Source: an optimization exercise on an open RTL-to-GDS flow (aim: small area). Production flows keep margins and buffers that such runs may drop. The RTL was checked by simulation tests, not by an equivalence proof against the original design. Power is estimated from default activity; no workload was simulated.

--- flow/config.mk ---
export PLATFORM = sky130hd
export DESIGN_NAME = int_regfile_sb
export DESIGN_NICKNAME = int_regfile_sb
export VERILOG_FILES = /design/flow/design.v
export SDC_FILE = /design/flow/constraint.sdc
export NUM_CORES = 4
export LEC_CHECK = 0
export CAP_MARGIN = 20
export CORE_MARGIN = 2
export CORE_UTILIZATION = 40
export SETUP_SLACK_MARGIN = 0.2
export SLEW_MARGIN = 20
export SYNTH_HIERARCHICAL = 1
--- flow/constraint.sdc ---
create_clock -name core_clock -period 5.0 [get_ports {clk}]
set_input_delay 1.0000 -clock core_clock [delete_from_list [all_inputs] [get_ports {clk}]]
set_output_delay 1.0000 -clock core_clock [all_outputs]
set_load 0.01 [all_outputs]
--- flow/design.v ---
module int_regfile_sb_hold (
  input  logic q, we, we_n, c,
  output logic d
);
  assign d = ~((q | we) & (c | we_n));
endmodule
module int_regfile_sb_aoi3 (
  input  logic a0, s0, a1, s1, a2, s2,
  output logic y
);
  assign y = ~((a0 & s0) | (a1 & s1) | (a2 & s2));
endmodule
module int_regfile_sb_nand11 (
  input  logic [10:0] x,
  output logic        y
);
  assign y = ~&x;
endmodule
module int_regfile_sb_rdmux #(
  parameter int XLEN  = 32,
  parameter int NREGS = 32
) (
  input  logic [NREGS-1:0]           i_sel,
  input  logic [NREGS-1:0][XLEN-1:0] i_regs,
  output logic [XLEN-1:0]            o_data
);
  for (genvar b = 0; b < XLEN; b++) begin : g_bit
    logic [10:0] w_t;
    for (genvar k = 0; k < 10; k++) begin : g_grp
      int_regfile_sb_aoi3 u_aoi (
        .a0 (i_regs[3*k+1][b]), .s0 (i_sel[3*k+1]),
        .a1 (i_regs[3*k+2][b]), .s1 (i_sel[3*k+2]),
        .a2 (i_regs[3*k+3][b]), .s2 (i_sel[3*k+3]),
        .y  (w_t[k])
      );
    end
    assign w_t[10] = ~(i_regs[31][b] & i_sel[31]);
    int_regfile_sb_nand11 u_or (.x (w_t), .y (o_data[b]));
  end
endmodule
module int_regfile_sb #(
  parameter int XLEN   = 32,
  parameter int NREGS  = 32,
  parameter int NRD    = 2,
  parameter int BYPASS = 1,
  localparam int AW    = $clog2(NREGS)
) (
  input  logic              clk,
  input  logic              rst,
  input  logic              rd_we,
  input  logic [AW-1:0]     rd_idx,
  input  logic [XLEN-1:0]   rd_data,
  input  logic [NRD-1:0]    rs_re,
  input  logic [NRD*AW-1:0] rs_idx,
  output logic [NRD*XLEN-1:0] rs_data,
  output logic [NRD-1:0]    rs_valid,
  input  logic              sb_set,
  input  logic [AW-1:0]     sb_idx,
  output logic [NRD-1:0]    hazard,
  output logic [NREGS-1:0]  pending
);
  logic [NREGS-1:1][XLEN-1:0] r_regs;
  logic [NREGS-1:1][XLEN-1:0] w_regs_nxt;
  logic [NREGS-1:1]           r_live;
  logic [NREGS-1:1]           r_pend;
  logic [NREGS-1:1]           w_wsel;
  logic [NREGS-1:1]           w_wsel_n;
  logic [NREGS-1:1]           w_ssel;
  logic [XLEN-1:0]            w_col;
  logic                       r_phase;
  logic [NRD-1:0]             r_valid;
  always_ff @(posedge clk or posedge rst) begin
    if (rst) r_phase <= 1'b0;
    else     r_phase <= ~r_phase;
  end
  assign w_col = rd_data ^ {XLEN{r_phase}};
  for (genvar i = 1; i < NREGS; i++) begin : g_reg
    assign w_wsel[i]   = rd_we && (rd_idx == AW'(i));
    assign w_wsel_n[i] = ~w_wsel[i];
    assign w_ssel[i]   = sb_set && (sb_idx == AW'(i));
    for (genvar b = 0; b < XLEN; b++) begin : g_bit
      int_regfile_sb_hold u_hold (
        .q    (r_regs[i][b]),
        .we   (w_wsel[i]),
        .we_n (w_wsel_n[i]),
        .c    (w_col[b]),
        .d    (w_regs_nxt[i][b])
      );
    end
    always_ff @(posedge clk) begin
      r_regs[i] <= w_regs_nxt[i];
    end
    always_ff @(posedge clk or posedge rst) begin
      if (rst) begin
        r_live[i] <= 1'b0;
        r_pend[i] <= 1'b0;
      end else begin
        if (w_wsel[i]) r_live[i] <= 1'b1;
        r_pend[i] <= w_ssel[i] | (r_pend[i] & ~w_wsel[i]);
      end
    end
  end
  assign pending = {r_pend, 1'b0};
  always_ff @(posedge clk or posedge rst) begin
    if (rst) r_valid <= '0;
    else     r_valid <= rs_re;
  end
  assign rs_valid = r_valid;
  for (genvar g = 0; g < NRD; g++) begin : g_rd
    logic [AW-1:0]    w_idx;
    logic [3:0]       r_lo;    
    logic [7:0]       r_hi;    
    logic [NREGS-1:0] w_sel;
    logic             w_any;
    logic [XLEN-1:0]  w_data;
    assign w_idx = rs_idx[g*AW +: AW];
    always_ff @(posedge clk) begin
      for (int k = 0; k < 4; k++) r_lo[k] <= (w_idx[1:0] == 2'(k));
      for (int k = 0; k < 8; k++) r_hi[k] <= (w_idx[4:2] == 3'(k));
    end
    assign w_sel[0] = 1'b0;
    for (genvar i = 1; i < NREGS; i++) begin : g_sel
      assign w_sel[i] = r_lo[i % 4] & r_hi[i / 4] & r_live[i];
    end
    assign w_any = |w_sel;
    int_regfile_sb_rdmux #(.XLEN(XLEN), .NREGS(NREGS)) u_mux (
      .i_sel  (w_sel),
      .i_regs ({r_regs, {XLEN{1'b0}}}),
      .o_data (w_data)
    );
    assign rs_data[g*XLEN +: XLEN] = w_data ^ {XLEN{r_phase & w_any}};
    assign hazard[g] = rs_re[g] & pending[w_idx] & ~(rd_we && (rd_idx == w_idx));
  end
endmodule
--- flow/flow/run.sh ---
#!/bin/bash
# The standard ORFS layout with three changes:
#  * port buffers are the smallest plain buffer instead of a delay cell,
#  * clock-tree sinks are clustered into larger groups (fewer leaf buffers),
#  * no dummy loads are added to the clock tree.
set -euo pipefail
export BUFFER_PORTS_ARGS="-buffer_cell sky130_fd_sc_hd__buf_1"
export CTS_ARGS="-sink_clustering_enable -repair_clock_nets -sink_clustering_size 26 -sink_clustering_max_diameter 80 -dont_use_dummy_load"
bash standard.sh finish > standard.log 2>&1
--- flow/standard.sh ---
#!/bin/bash
# synth_recipe.tcl (not shown) runs the flow's synth.tcl, then flattens the netlist and writes it again
# the make line also repeats each setting of config.mk as NAME=value (left out here)
make -C /OpenROAD-flow-scripts/flow DESIGN_CONFIG=/design/flow/config.mk WORK_HOME=/design/flow/orfs CLKGATE_MAP_FILE= SYNTH_SCRIPT=/design/flow/synth_recipe.tcl "${@:-finish}"
==> run notes, run 1 <==
The run finished with no timing, DRC or antenna violations. The number of nets handed over by synthesis was 3632. The largest single stage delay on the critical path is 0.77 ns. The die outline height was 320 µm. The mapped netlist covers 39900 µm². Buffers placed on the I/O ports in this run total 156. The depth of the worst register-to-register path was 3. After detailed routing, the number of vias per cell comes to 7.98. Summed over its instances, the top area cell type makes up 51.0% of the synthesized netlist area.

The critical path goes through and3_4, nor4_1, a41o_4, buf_4, xnor2_1, buf_1. Averaged over all synthesized cells, the footprint is 11.2 µm². The logs give 0 for the number of hold-slack violations in the final timing report and 5083 for the total placed cells including tap cells. For the number of DRC markers in iteration 0, the log shows 9918. The run gives 12 as the number of antenna violations at the first check in global routing.

The slowest stage of the critical path is the and3_4 cell. Arrival time at the worst endpoint: 3.84 ns. For the pin with the worst max-slew slack, the measured transition is 1.28 ns.

The final routed wirelength across all metal layers was 191 mm. The tools report the total clock buffers created by CTS as 51. 158 I/O pins were placed. The die is 320 µm wide. The via total after detailed routing is 41000.

Setup repair after global routing could not meet its margin everywhere. The share of layout cells above drive strength 1 came out at 7.90%. The area growth from synthesis to layout came out at 12.1%. After routing, the total negative slack on setup checks comes to 0 ns. The setup check on the worst reg-to-reg path leaves a slack of 1.97 ns. The number of H-tree branching levels was 2; the maximum number of pins on one net before global-route repair was 49. In this run, synthesis inferred 0 flip-flops with an integrated enable. Setup violations remaining at the end of the flow were counted as 0. Across the VDD grid, the largest voltage drop is 0.000273 V. TritonCTS built the clock tree. In this run the cell area measured after placement is 43300 µm².

Synthesis produced 3574 cells. The worst-case clock skew came out at 0.0782 ns. Final worst-path cycle share: 96.7%. Before CTS, the worst setup slack after placement is 0.681 ns.

STA classifies the critical path endpoint as a primary output. The worst hold slack after final layout is 0.463 ns. After synthesis, the netlist uses 45 different library cells. The critical path in this run is classified as flip-flop to primary output.

The filler cells instantiated in the layout total 9323. The worst hold path belongs to the class input port to async pin. Of all flip-flops after synthesis, the portion carrying an async set or reset was 6.01%. The count of standard-cell rows was 115; the all-layer global routing usage was 35.3%. Sorting the synthesized cells by area gives the leading types as dfxtp_1 51%, a222oi_1 16%, o22ai_1 16%.

Summing all flip-flop and latch instances after layout gives 22000 µm². The number of storage elements in the synthesis netlist came out at 1081. The logs give 5141 for the final cell count without fillers and 102000 µm² for the die outline area. The placed wire-length estimate after detailed placement was 115 mm; the power density over cell area was 453 nW/µm². At the end of routability-driven placement, the weighted congestion stood at 0.944.

The worst path in the final design needs a cycle of 4.84 ns, including I/O delays and setup. For the post-layout worst setup margin, the log shows 0.164 ns. In this run, post-CTS hold repair placed 0 buffers.

Once the floorplan was initialized, standard cells occupied 40.5% of the core. For this design, the sink count on the clock tree is 1081. The endpoint identified for the worst register-to-register timing path is r_regs[106]$_DFF_P_.

Along the worst path, the maximum fanout reaches 33. The logs give 0.68 ns for the clock insertion delay at the later pin of the skew report and 3910 for the number of nets in the final layout. For this run, the number of Yosys warnings is 7. Static timing analysis puts the maximum clock frequency at 207 MHz.

Area of the core: 98600 µm². The analysis attributes to cell leakage a power of 0.0160 µW. Sequential cells were found to cover 55.0% of the synthesized design area. Post-CTS timing repair inserted 0 buffers for setup. The clock transition time at the flip-flop clock pins of the worst setup and hold paths came out at 0.10 ns.

The routed length per instance came out at 37.1 µm. Max-cap violations in this run came to 0. STA classifies the critical path startpoint as a flip-flop. In this run the remaining antenna-violating nets after routing total 0. The tools report the wire length of the first global-routing pass as 270 mm.

The tools report the library cell used as clock root buffer as clkbuf_16. In the routed design, unresolved DRC markers number 0. The area used by multi-input combinational logic is 18200 µm². Of all cell types, the one taking the most synthesized area is dfxtp_1. The tools report the max-slew violation count as 0. Start of the worst register-to-register path: r_phase$_DFF_PP0_. Dominant register cell in the synthesized netlist: dfxtp_1. Number of global-route vias before repair: 38200. For the summed area of non-filler cells in the final layout, the log shows 44700 µm².

The clock passes through at most 3 buffers. The headroom to the max-slew limit was 14.5%; the first-pass iteration count of the detailed router was 15. For this run the aggregate overflow at the end of global routing stands at 0.

At the worst endpoint, the required time is 4.00 ns.
[per-module statistics from Yosys (local to each module, per instance), excerpt]
module                 flip-flops and latches  area [µm²]  copies in the design  cells
int_regfile_sb_hold                         0        6.26                   992      1
int_regfile_sb_aoi3                         0        10.0                   640      1
int_regfile_sb                           1081       25500                     1   1616
int_regfile_sb_nand11                       0        23.8                    64      4
[worst max-delay path by stage]
stage	from	end	slack [ns]	cells past startpoint
after CTS	g_rd[1].r_lo[1]$_DFF_P_	rs_data[63]	0.18	7
after floorplan	rs_idx[3]	hazard[0]	1.70	7
after global routing	g_rd[1].r_lo[1]$_DFF_P_	rs_data[63]	0.21	7
after detailed placement	g_rd[1].r_lo[3]$_DFF_P_	rs_data[63]	0.68	6
after global placement	g_rd[1].r_lo[3]$_DFF_P_	rs_data[63]	0.72	6
final	g_rd[1].r_lo[3]$_DFF_P_	rs_data[63]	0.16	6
[cell usage after synthesis, types with 6 or more instances]
cell type  count
dfxtp_1     1016
o22ai_1      994
a222oi_1     640
nand4_1      131
nand2_1      129
nand3_1       71
xnor2_1       70
and3_1        65
dfrtp_1       65
or3_1         64
inv_1         40
xor2_1        36
nand2b_1      35
clkbuf_1      28
nor2_1        26
a22o_1        25
mux2i_1       21
a22oi_1       18
o21ai_0       16
nor2b_1       10
nor3_1        10
a32o_1         7
buf_6          6
or2_2          6
[cell usage in the layout (no fill, tap or decap), types with 8 or more instances in the layout]
cell       instances
or3_1             64
dfxtp_1         1016
and3_4             9
and3_2            48
o21ai_0           16
xor2_4            20
nand2_2           31
nand2_1           98
nand3_1           71
inv_1             38
nand2b_1          35
nor2b_1           10
o22ai_1          994
a222oi_1         640
mux2i_1           21
buf_1            156
and3_1             8
xor2_2            12
xnor2_1           70
nor3_1            10
a22o_1            25
clkbuf_16         51
a22oi_1           18
buf_4            110
nand4_1          131
nor2_1            26
dfrtp_1           64
[cell families (layout without fill, tap and decap cells)]
group	Yosys count	in the layout	share of synthesized area, %
muxes	28	28	0.809
and+or+nand+nor	554	554	7.47
DFF	1081	1081	55.0
AOI/OAI and AO/OA	1718	1718	33.3
xor gates and xnor gates	106	106	2.33
other	1	5	0.00940
buffers and inverters	86	362	1.06
[cell type report]
class	count	share of cell area, %
Tap cell	1287	3.60
Timing Repair Buffer	271	3.45
Clock buffer	51	2.85
Multi-Input combinational cell	2407	40.6
Inverter	40	0.338
Sequential cell	1081	49.1
Antenna cell	4	0.0224
[what timing repair did]
action | in CTS | in global routing
pin swaps | 0 | 5
setup endpoints to repair | 3 | 24
resized for setup | 7 | 11
[metal layers]
| metal | GRT usage (%) | wire [µm] | vias up | part of all wire (%) |
|---|---|---|---|---|
| li1 | - | - | 16600 | - |
| met1 | 46.1 | 71000 | 20100 | 37 |
| met2 | 49.9 | 77800 | 3671 | 41 |
| met3 | 11.5 | 28200 | 648 | 15 |
| met4 | 22.8 | 13600 | 20 | 7.1 |
| met5 | 0.662 | 226 | - | 0.12 |
[through the flow]
| step | utilization, % | total power, µW |
|---|---|---|
| floorplan | - | 14200 |
| global placement | 43.9 | 15500 |
| detailed placement | 43.9 | 15700 |
| CTS | 45.3 | 20100 |
| global route | 45.4 | 21000 |
| finish | 45.4 | 20300 |
[registers in the layout, summed over array words and instances (netlist names)]
name	flops
r_pend	31
r_live	31
r_valid	2
g_rd.r_lo	8
r_phase	1
g_rd.r_hi	16
r_regs	992
[where the power goes]
group | internal [µW] | switching (µW)
Sequential | 10700 | 1720
Clock | 1830 | 2810
Combinational | 1460 | 1790
[critical path, delay by kind of cell (launching register included)]
family | cells | cell delay, ns
AOI/OAI and AO/OA | 1 | 0.42
xor gates and xnor gates | 1 | 0.52
buffers and inverters | 2 | 0.54
DFF | 1 | 0.69
and+or+nand+nor | 2 | 0.94
==> inputs of run 2 (changes only) <==
--- a/flow/design.v
+++ b/flow/design.v
@@ -3,6 +3,12 @@
   output logic d
 );
   assign d = ~((q | we) & (c | we_n));
+endmodule
+module int_regfile_sb_col (
+  input  logic a, p,
+  output logic y
+);
+  assign y = a ^ p;
 endmodule
 module int_regfile_sb_aoi3 (
   input  logic a0, s0, a1, s1, a2, s2,
@@ -66,14 +72,18 @@
   logic [NREGS-1:1]           w_wsel;
   logic [NREGS-1:1]           w_wsel_n;
   logic [NREGS-1:1]           w_ssel;
-  logic [XLEN-1:0]            w_col;
+  logic [1:0][XLEN-1:0]       w_col;
   logic                       r_phase;
   logic [NRD-1:0]             r_valid;
   always_ff @(posedge clk or posedge rst) begin
     if (rst) r_phase <= 1'b0;
     else     r_phase <= ~r_phase;
   end
-  assign w_col = rd_data ^ {XLEN{r_phase}};
+  for (genvar h = 0; h < 2; h++) begin : g_col
+    for (genvar b = 0; b < XLEN; b++) begin : g_bit
+      int_regfile_sb_col u_col (.a (rd_data[b]), .p (r_phase), .y (w_col[h][b]));
+    end
+  end
   for (genvar i = 1; i < NREGS; i++) begin : g_reg
     assign w_wsel[i]   = rd_we && (rd_idx == AW'(i));
     assign w_wsel_n[i] = ~w_wsel[i];
@@ -83,7 +93,7 @@
         .q    (r_regs[i][b]),
         .we   (w_wsel[i]),
         .we_n (w_wsel_n[i]),
-        .c    (w_col[b]),
+        .c    (w_col[i / 16][b]),
         .d    (w_regs_nxt[i][b])
       );
     end
==> run 2 against run 1 <==
Against the previous run: cell count up 1.8%; clock power about the same; sequential share of layout area down 0.29 points; critical path type unchanged; still clean on timing, DRC and antenna; via count up 0.37%; sequential power about the same; flip-flop and latch count unchanged; synthesized area up 0.61%.
==> run notes, run 2 <==
The post-synthesis area per instance came out at 11.2 µm² (about the same). The power consumption was 20400 µW (was 20300 µW); the fraction of synthesis flops using an asynchronous set or reset pin was 6.01% (unchanged). The flow ran to the end and the layout has no timing, DRC or antenna violations.

The logs give 40.2% (was 40.5%) for the initial core utilization and 103000 µm² (was 102000 µm²) for the die outline area. Number of buffers between clock root and the deepest sink: 3 (unchanged). Library cell used as clock root buffer: clkbuf_16 (unchanged). Number of input and output port buffers inserted: 156 (unchanged). The register with the highest flop count is r_regs (unchanged). The final routed wirelength across all metal layers is 191 mm (about the same), and the flip-flop count of the largest register, all copies and words added is 992 (unchanged). For the first-pass iteration count of the detailed router, the log shows 17 (was 15).

The dominant register cell in the synthesized netlist is dfxtp_1 (unchanged). The run gives 270 mm (about the same) as the wire length of the first global-routing pass. The number of H-tree branching levels was 2 (unchanged). The synthesized net count came out at 3656 (was 3632). The run gives 0 (unchanged) as the total congestion overflow. The largest vdd supply drop was 0.000386 V (was 0.000273 V). The total number of clock tree sinks came out at 1081 (unchanged).

The kind of end point of the critical path is a primary output (unchanged). The number of DRC markers in iteration 0 is 9326 (was 9918), and the die width is 321 µm (was 320 µm). The aggregate negative setup slack was 0 ns (unchanged); the area of the mapped netlist was 40100 µm² (was 39900 µm²).

The worst-path maximum fanout was 32 (was 33). Most repeated cell in the gate-level netlist after synthesis: dfxtp_1 (unchanged). All-layer global routing usage: 35.3% (about the same).

The number of antenna-violating nets in the routed design is 0 (unchanged). The logs give 19.9% (was 14.5%) for the headroom to the max-slew limit and 52 (was 51) for the total clock buffers created by CTS. Top cell types by occurrence after synthesis: 1016 x dfxtp_1, 994 x o22ai_1, 640 x a222oi_1 (unchanged). Registers with the most flip-flops: r_regs: 992 flops, r_live: 31 flops, r_pend: 31 flops (unchanged).

The time the worst path needs with I/O delays and setup was 4.90 ns (was 4.84 ns); the total DRC errors in the routed layout was 0 (unchanged). The number of nets in the final layout came out at 3994 (was 3910). The area growth from synthesis to layout is 12.1% (about the same), and the count of standard-cell rows is 116 (was 115). Largest cells by area after synthesis: dfxtp_1 51%, a222oi_1 16%, o22ai_1 15% (was dfxtp_1 51%, a222oi_1 16%, o22ai_1 16%). Summed area of non-filler cells in the final layout: 45000 µm² (was 44700 µm²). The class of the most critical hold timing path is flip-flop to flip-flop (was input port to async pin).

The post-synthesis cell count is 3598 (was 3574), and the actual slew at the worst max-slew pin is 1.20 ns (was 1.28 ns). The top cell type's share of synthesized area was 50.7% (was 51.0%); the static power due to leakage was 0.0162 µW (was 0.0160 µW). The maximum number of pins on one net before global-route repair came out at 44 (was 49). Final cell count without fillers: 5234 (was 5141). Leading cell type in the layout, fill and taps excluded: dfxtp_1 (unchanged). The count of boundary I/O pins is 158 (unchanged), and the fraction of the yosys area taken by sequential cells is 54.7% (was 55.0%). The startpoint type of the worst setup path is a flip-flop (unchanged). For the clock insertion delay at the later pin of the skew report, the log shows 0.68 ns (about the same). The worst hold slack after final layout was 0.476 ns (was 0.463 ns). The number of warnings printed during yosys synthesis was 7 (unchanged); the die outline height was 321 µm (was 320 µm). For the count of different cell masters after synthesis, the log shows 43 (was 45). The tools report the max capacitance violation total as 0 (unchanged).

The number of global-route vias before repair came out at 38200 (about the same). Highest-count cells in the layout ignoring fill and taps: 1016 x dfxtp_1, 994 x o22ai_1, 640 x a222oi_1 (unchanged). The share of layout cells above drive strength 1 is 8.06% (was 7.90%), and the final worst-path cycle share is 98.0% (was 96.7%).

The worst path required time came out at 4.00 ns (about the same). The run gives 0 (unchanged) as the number of hold-slack violations in the final timing report. The logs give 99900 µm² (was 98600 µm²) for the area of the core and 204 MHz (was 207 MHz) for the highest achievable clock rate. The detail-routed via count per cell was 7.87 (was 7.98). The library cell occupying the most area in the post-synthesis netlist is dfxtp_1 (unchanged). The run gives 41200 (was 41000) as the via total after detailed routing.

The number of synthesized flops with an enable pin was 0 (unchanged). The area after detailed placement was 43600 µm² (was 43300 µm²); the number of storage elements in the synthesis netlist was 1081 (unchanged). The clock transition time at the flip-flop clock pins of the worst setup and hold paths was 0.08 ns (was 0.10 ns). Setup repair after global routing could not meet its margin everywhere. Power density over cell area: 454 nW/µm² (was 453 nW/µm²). TritonCTS built the clock tree.

Number of endpoints failing setup at the final stage: 0 (unchanged). The tools report the weighted congestion reported at the end of routability-driven placement as 1.04 (was 0.944). The tools report the placed wire-length estimate after detailed placement as 116 mm (was 115 mm). The routed length per instance came out at 36.6 µm (was 37.1 µm). The classification of the worst setup path is flip-flop to primary output (unchanged). The number of antenna violations at the first check in global routing was 1 (was 12); the worst-case clock skew was 0.0481 ns (was 0.0782 ns). The run gives 0 (unchanged) as the max-slew violation count.

The total placed cells including tap cells is 5176 (was 5083). The tools report the arrival time at the worst endpoint as 3.90 ns (was 3.84 ns).
[run 2: modules after synthesis, one instance, submodules excluded, a selection]
module | flops+latches | cells | times used | cell area (µm²)
int_regfile_sb_hold | 0 | 1 | 992 | 6.26
int_regfile_sb_aoi3 | 0 | 1 | 640 | 10.0
int_regfile_sb_col | 0 | 1 | 64 | 8.76
int_regfile_sb_nand11 | 0 | 4 | 64 | 23.8
int_regfile_sb | 1081 | 1576 | 1 | 25100
[run 2: cell families after synthesis]
| logic type | count (synthesis) | synth area share (%) |
|---|---|---|
| AO/OA/AOI/OAI | 1719 | 33.1 |
| flip-flops | 1081 | 54.7 |
| AND/OR/NAND/NOR | 553 | 7.40 |
| other | 1 | 0.00934 |
| multiplexers | 29 | 0.829 |
| XOR/XNOR | 138 | 3.01 |
| buffers and inverters | 77 | 0.966 |
[run 2: critical path, stage by stage (launching register included)]
cell and delay [ns]:
dfxtp_1 0.52, and3_2 0.66, a222oi_1 0.44, nand4_1 0.32, or3_1 0.53, xnor2_1 0.56, buf_1 0.21
[run 2: report_power, final]
part	switching [µW]	internal [µW]
clock	2800	1860
sequential	1700	10700
combinational	1900	1500
total	6390	14000
[run 2: through the flow]
stage	worst slack [ns]	utilization [%]
detailed placement	0.873	43.7
global placement	0.953	43.7
CTS	0.213	45.0
finish	0.101	45.1
global route	0.172	45.1
floorplan	0.899	-
[run 2: area by class of cell]
class	instances	area, µm²
Antenna cell	2	5.00
Timing Repair Buffer	322	1970
Tap cell	1298	1620
Clock buffer	52	1300
Multi-Input combinational cell	2440	18000
Fill cell	9430	54900
Inverter	39	146
Sequential cell	1081	22000
[run 2: path summary, 6_finish.rpt]
check,slack (ns),endpoint,cells after the start,startpoint
worst max-delay path,0.10,rs_data[1],6,g_rd[0].r_lo[2]$_DFF_P_
worst min-delay path,0.48,r_regs[498]$_DFF_P_,1,r_regs[498]$_DFF_P_
max in group asynchronous,3.52,r_pend[23]$_DFF_PP0_,3,rst
worst max register to register,2.06,r_regs[498]$_DFF_P_,4,r_phase$_DFF_PP0_
worst min register to register,0.48,r_regs[498]$_DFF_P_,1,r_regs[498]$_DFF_P_
min in group asynchronous,0.57,r_live[23]$_DFFE_PP0P_,2,rst
[run 2: what timing repair did]
item                                    CTS  global route
hold buffers                              0             0
pin swaps                                 0             1
setup buffers                             0             4
endpoints found under the setup margin    1            42
gates resized for setup                   1            11
[run 2: per-layer routing]
metal  vias up  wire (µm)  track usage (%)
li1      16800          -                -
met2      3727      77700             50.1
met3       660      28800             10.8
met4         2      13600             21.9
met1     20000      71200             46.7
met5         -         13                0
==> inputs of run 3 (changes only) <==
--- a/flow/flow/run.sh
+++ b/flow/flow/run.sh
@@ -5,5 +5,5 @@
 #  * no dummy loads are added to the clock tree.
 set -euo pipefail
 export BUFFER_PORTS_ARGS="-buffer_cell sky130_fd_sc_hd__buf_1"
-export CTS_ARGS="-sink_clustering_enable -repair_clock_nets -sink_clustering_size 26 -sink_clustering_max_diameter 80 -dont_use_dummy_load"
+export CTS_ARGS="-sink_clustering_enable -repair_clock_nets -sink_clustering_size 30 -sink_clustering_max_diameter 80 -dont_use_dummy_load"
 bash standard.sh finish > standard.log 2>&1
==> run 3 against run 2 <==
Against the previous run: cell area is 0.24% lower; highest routed layer unchanged; cell count is essentially flat; clock power is 3% lower; largest power group unchanged; via count about the same; core utilization decreased by 0.11 points.
==> run notes, run 3 <==
The switching part of the total works out to 31.4% (was 31.3%). Register with the highest flop count: r_regs (unchanged). The power density over cell area works out to 451 nW/µm² (was 454 nW/µm²).

The utilization of the core after routing came out at 45.0% (was 45.1%). The most repeated cell in the gate-level netlist after synthesis was dfxtp_1 (unchanged). The tools report the weighted congestion reported at the end of routability-driven placement as 1.04 (unchanged). The tools report the total congestion overflow as 0 (unchanged). The tools report the library cell used as clock root buffer as clkbuf_16 (unchanged).

The arrival time at the worst endpoint is 3.90 ns (about the same), and the flip-flop count of the largest register, all copies and words added is 992 (unchanged). The power consumption is 20300 µW (was 20400 µW), and the post-layout worst setup margin is 0.0967 ns (was 0.101 ns). The highest achievable clock rate was 204 MHz (about the same). The power share of the clock group came out at 22.2% (was 22.8%). For the max capacitance violation total, the log shows 0 (unchanged). Worst-path maximum fanout: 32 (unchanged). The static power due to leakage is 0.0162 µW (about the same), and the maximum single-stage delay on the critical path is 0.67 ns (was 0.66 ns). The count of different cell masters after synthesis was 43 (unchanged).

For the number of nets in the final layout, the log shows 3990 (was 3994). The logs give 35.2% (was 35.3%) for the all-layer global routing usage and 7 (unchanged) for the number of warnings printed during yosys synthesis. The wire length of the first global-routing pass was 269 mm (was 270 mm). The number of antenna-violating nets in the routed design came out at 0 (unchanged). For the number of endpoints failing setup at the final stage, the log shows 0 (unchanged). The post-route met1 wirelength came out at 71.1 mm (was 71.2 mm).

The post-synthesis area per instance came out at 11.2 µm² (unchanged). The tools report the number of antenna violations at the first check in global routing as 2 (was 1). The top cell type's share of synthesized area was 50.7% (unchanged); the worst-case clock skew was 0.0570 ns (was 0.0481 ns). The aggregate negative setup slack is 0 ns (unchanged), and the share of layout cells above drive strength 1 is 7.94% (was 8.06%). For the flop-to-flop setup slack, the log shows 2.09 ns (was 2.06 ns). The tools report the worst flop-to-flop path endpoint as r_regs[850]$_DFF_P_ (was r_regs[498]$_DFF_P_).

The library cell occupying the most area in the post-synthesis netlist is dfxtp_1 (unchanged). First-pass iteration count of the detailed router: 17 (unchanged). The maximum number of pins on one net before global-route repair was 44 (unchanged). The class of the most critical hold timing path was flip-flop to flip-flop (unchanged). The count of standard-cell rows is 116 (unchanged).

The routed length per instance works out to 36.5 µm (was 36.6 µm). The tools report the wire length on met2 as 77.6 mm (was 77.7 mm). For the placed wire-length estimate after detailed placement, the log shows 116 mm (unchanged). The part of the power in combinational logic is 16.8% (was 16.7%).

The number of hold-slack violations in the final timing report is 0 (unchanged), and the via total after detailed routing is 41200 (about the same). Final worst-path cycle share: 98.1% (was 98.0%). Number of buffers and inverters on the critical path: 1 (unchanged). The total clock buffers created by CTS is 48 (was 52).

For the post-synthesis cell count, the log shows 3598 (unchanged). The wire length on met3 was 29.0 mm (was 28.8 mm); the clock insertion delay at the later pin of the skew report was 0.68 ns (about the same). The worst setup path startpoint is g_rd[0].r_lo[2]$_DFF_P_ (unchanged). Registers with the most flip-flops: r_regs: 992 flops, r_live: 31 flops, r_pend: 31 flops (unchanged). Cells along the critical path: and3_2, a222oi_1, nand4_1, or3_1, xnor2_1, buf_1 (unchanged). The classification of the worst setup path is flip-flop to primary output (unchanged). The run finished with no timing, DRC or antenna violations. The dominant register cell in the synthesized netlist was dfxtp_1 (unchanged).

The synthesized net count was 3656 (unchanged). The leading cell type in the layout, fill and taps excluded is dfxtp_1 (unchanged). Area used by multi-input combinational logic: 18000 µm² (about the same). Die outline height: 321 µm (unchanged). The tools report the kind of end point of the critical path as a primary output (unchanged). The headroom to the max-slew limit came out at 21.5% (was 19.9%). The actual slew at the worst max-slew pin is 1.18 ns (was 1.20 ns). The sequential cell area came out at 22000 µm² (unchanged). The cell internal power dissipation is 13900 µW (was 14000 µW). Setup repair after global routing left no endpoint under its margin.

The logs give 3 (unchanged) for the number of buffers between clock root and the deepest sink and 40100 µm² (unchanged) for the area of the mapped netlist. Number of input and output port buffers inserted: 156 (unchanged). The net switching component of the power was 6360 µW (was 6390 µW).

The detail-routed via count per cell works out to 7.88 (was 7.87). The startpoint type of the worst setup path was a flip-flop (unchanged). TritonCTS built the clock tree.

The number of global-route vias before repair came out at 38100 (was 38200). Largest cells by area after synthesis: dfxtp_1 51%, a222oi_1 16%, o22ai_1 15% (unchanged). Fraction of synthesis flops using an asynchronous set or reset pin: 6.01% (unchanged).

The number of H-tree branching levels came out at 2 (unchanged). Highest-count cells in the layout ignoring fill and taps: 1016 x dfxtp_1, 994 x o22ai_1, 640 x a222oi_1 (unchanged). The depth of the worst register-to-register path is 4 (unchanged), and the clock transition time at the flip-flop clock pins of the worst setup and hold paths is 0.07 ns (was 0.08 ns). The run gives 0 (unchanged) as the total DRC errors in the routed layout. The run gives 43600 µm² (unchanged) as the area after detailed placement. Number of synthesized flops with an enable pin: 0 (unchanged). The slowest cell on the critical path is and3_2 (unchanged). Time the worst path needs with I/O delays and setup: 4.90 ns (about the same).

The tools report the endpoint of the most critical setup path as rs_data[1] (unchanged). The initial core utilization was 40.2% (unchanged). Top routing layer in use: met5 (unchanged). The number of storage elements in the synthesis netlist came out at 1081 (unchanged). Area growth from synthesis to layout: 11.8% (was 12.1%).

The relative contribution of sequential cells to total power is 61.0% (was 60.5%), and the die width is 321 µm (unchanged). The number of fillers in the final layout was 9433 (was 9430); the worst slack after detailed placement was 0.873 ns (unchanged). For the largest vdd supply drop, the log shows 0.000335 V (was 0.000386 V).

The total number of clock tree sinks was 1081 (unchanged). The die outline area was 103000 µm² (unchanged); the summed area of non-filler cells in the final layout was 44900 µm² (was 45000 µm²). The final routed wirelength across all metal layers was 191 mm (about the same); the max-slew violation count was 0 (unchanged).

The start of the worst register-to-register path is r_phase$_DFF_PP0_ (unchanged). Area of the core: 99900 µm² (unchanged). The number of DRC markers in iteration 0 was 9294 (was 9326); the worst path required time was 4.00 ns (about the same). The tools report the launch instance of the worst min-delay path as r_regs[512]$_DFF_P_ (was r_regs[498]$_DFF_P_). The number of gates on the worst path with buffers counted is 6 (unchanged).

Count of boundary I/O pins: 158 (unchanged). Top cell types by occurrence after synthesis: 1016 x dfxtp_1, 994 x o22ai_1, 640 x a222oi_1 (unchanged). Fraction of the yosys area taken by sequential cells: 54.7% (unchanged).

The category of cells accounting for the largest share of critical-path delay was simple AND/OR/NAND/NOR gates (unchanged).
==> run 3: kinds of logic (layout without fill, tap and decap cells) <==
family / after synthesis / in the layout / synth area share, %
DFF: 1081 / 1081 / 54.7
AOI/OAI and AO/OA: 1719 / 1719 / 33.1
and+or+nand+nor: 553 / 553 / 7.40
xor gates and xnor gates: 138 / 138 / 3.01
buffers and inverters: 77 / 409 / 0.966
muxes: 29 / 29 / 0.829
other: 1 / 5 / 0.00934
==> run 3: routing by layer <==
metal	up-vias	track usage, %
met5	-	0
met4	2	21.3
met3	673	10.4
met2	3774	50.0
met1	20000	47.0
li1	16800	-
==> run 3: worst min-delay path by stage <==
stage | end | slack (ns) | depth (start not counted)
final | r_regs[512]$_DFF_P_ | 0.47 | 1
after global routing | r_regs[934]$_DFF_P_ | 0.49 | 1
after CTS | r_regs[980]$_DFF_P_ | 0.47 | 1
after detailed placement | r_regs[882]$_DFF_P_ | 0.46 | 1
after global placement | r_regs[127]$_DFF_P_ | 0.45 | 1
after floorplan | r_live[11]$_DFFE_PP0P_ | 0.44 | 1
==> run 3: cell type report <==
| class | instances | share of cell area (%) |
|---|---|---|
| Clock buffer | 48 | 2.68 |
| Tap cell | 1298 | 3.62 |
| Sequential cell | 1081 | 48.9 |
| Timing Repair Buffer | 322 | 4.39 |
| Inverter | 39 | 0.326 |
| Antenna cell | 4 | 0.0223 |
| Multi-Input combinational cell | 2440 | 40.0 |
==> run 3: timing repair <==
action                                 in CTS  in global routing
resized for setup                           1                  8
cloned                                      0                  0
setup endpoints to repair                   6                 42
endpoints found under the hold margin       0                  0
pin swaps                                   0                  1
setup buffers                               0                  4
hold buffers                                0                  0
==> run 3: per-module statistics from Yosys (local to each module, per instance), excerpt <==
module	times used	cells	flops+latches	area, µm²
int_regfile_sb_aoi3	640	1	0	10.0
int_regfile_sb_nand11	64	4	0	23.8
int_regfile_sb_hold	992	1	0	6.26
int_regfile_sb_col	64	1	0	8.76
int_regfile_sb	1	1576	1081	25100
==> run 3: power by group through the flow <==
| stage | registers (µW) | logic [µW] | clock network (µW) |
|---|---|---|---|
| 2_1_floorplan | 12000 | 2160 | 0 |
| 3_3_place_gp | 12400 | 3160 | 0 |
| 3_5_place_dp | 12400 | 3270 | 0 |
| 4_1_cts | 12300 | 3260 | 4490 |
| 5_1_grt | 12600 | 3600 | 4780 |
| 6_report | 12400 | 3400 | 4490 |
==> run 3: per-stage QoR <==
step	hold WS [ns]	cells
4_1_cts	0.473	5224
6_report	0.474	5232
3_5_place_dp	0.459	5176
5_1_grt	0.489	5228
2_1_floorplan	0.440	3598
3_3_place_gp	0.451	5176

## re-timing with driven ports
How much do the figures lean on ideal ports? The routed layouts below were timed once more, with nothing changed but the port constraints. Step 1: set_driving_cell puts a clkbuf_16 on clk and a buf_2 on each other input, an assumption about the parent block. Step 2 adds t to the input delays and takes it off the output delays; t is the mean of the earliest and latest rising clock arrival at the registers after step 1. Input paths then give back, and output paths get back, about the clock's delay inside the block. Slacks: ideal / step 1 / step 2; pairs: ideal / step 1.
run | shift t [ns] | setup WS [ns] | worst setup path at the end | clock arrival spread, ns | cell pins on the clock port's net
run 1 | 0.722 | 0.164 / 0.087 / 0.809 | register to output | 0.084 / 0.084 | 1
run 2 | 0.708 | 0.101 / 0.030 / 0.738 | register to output | 0.089 / 0.090 | 1
run 3 | 0.714 | 0.097 / 0.023 / 0.736 | register to output | 0.086 / 0.087 | 1
After both steps every run listed still meets setup and hold.
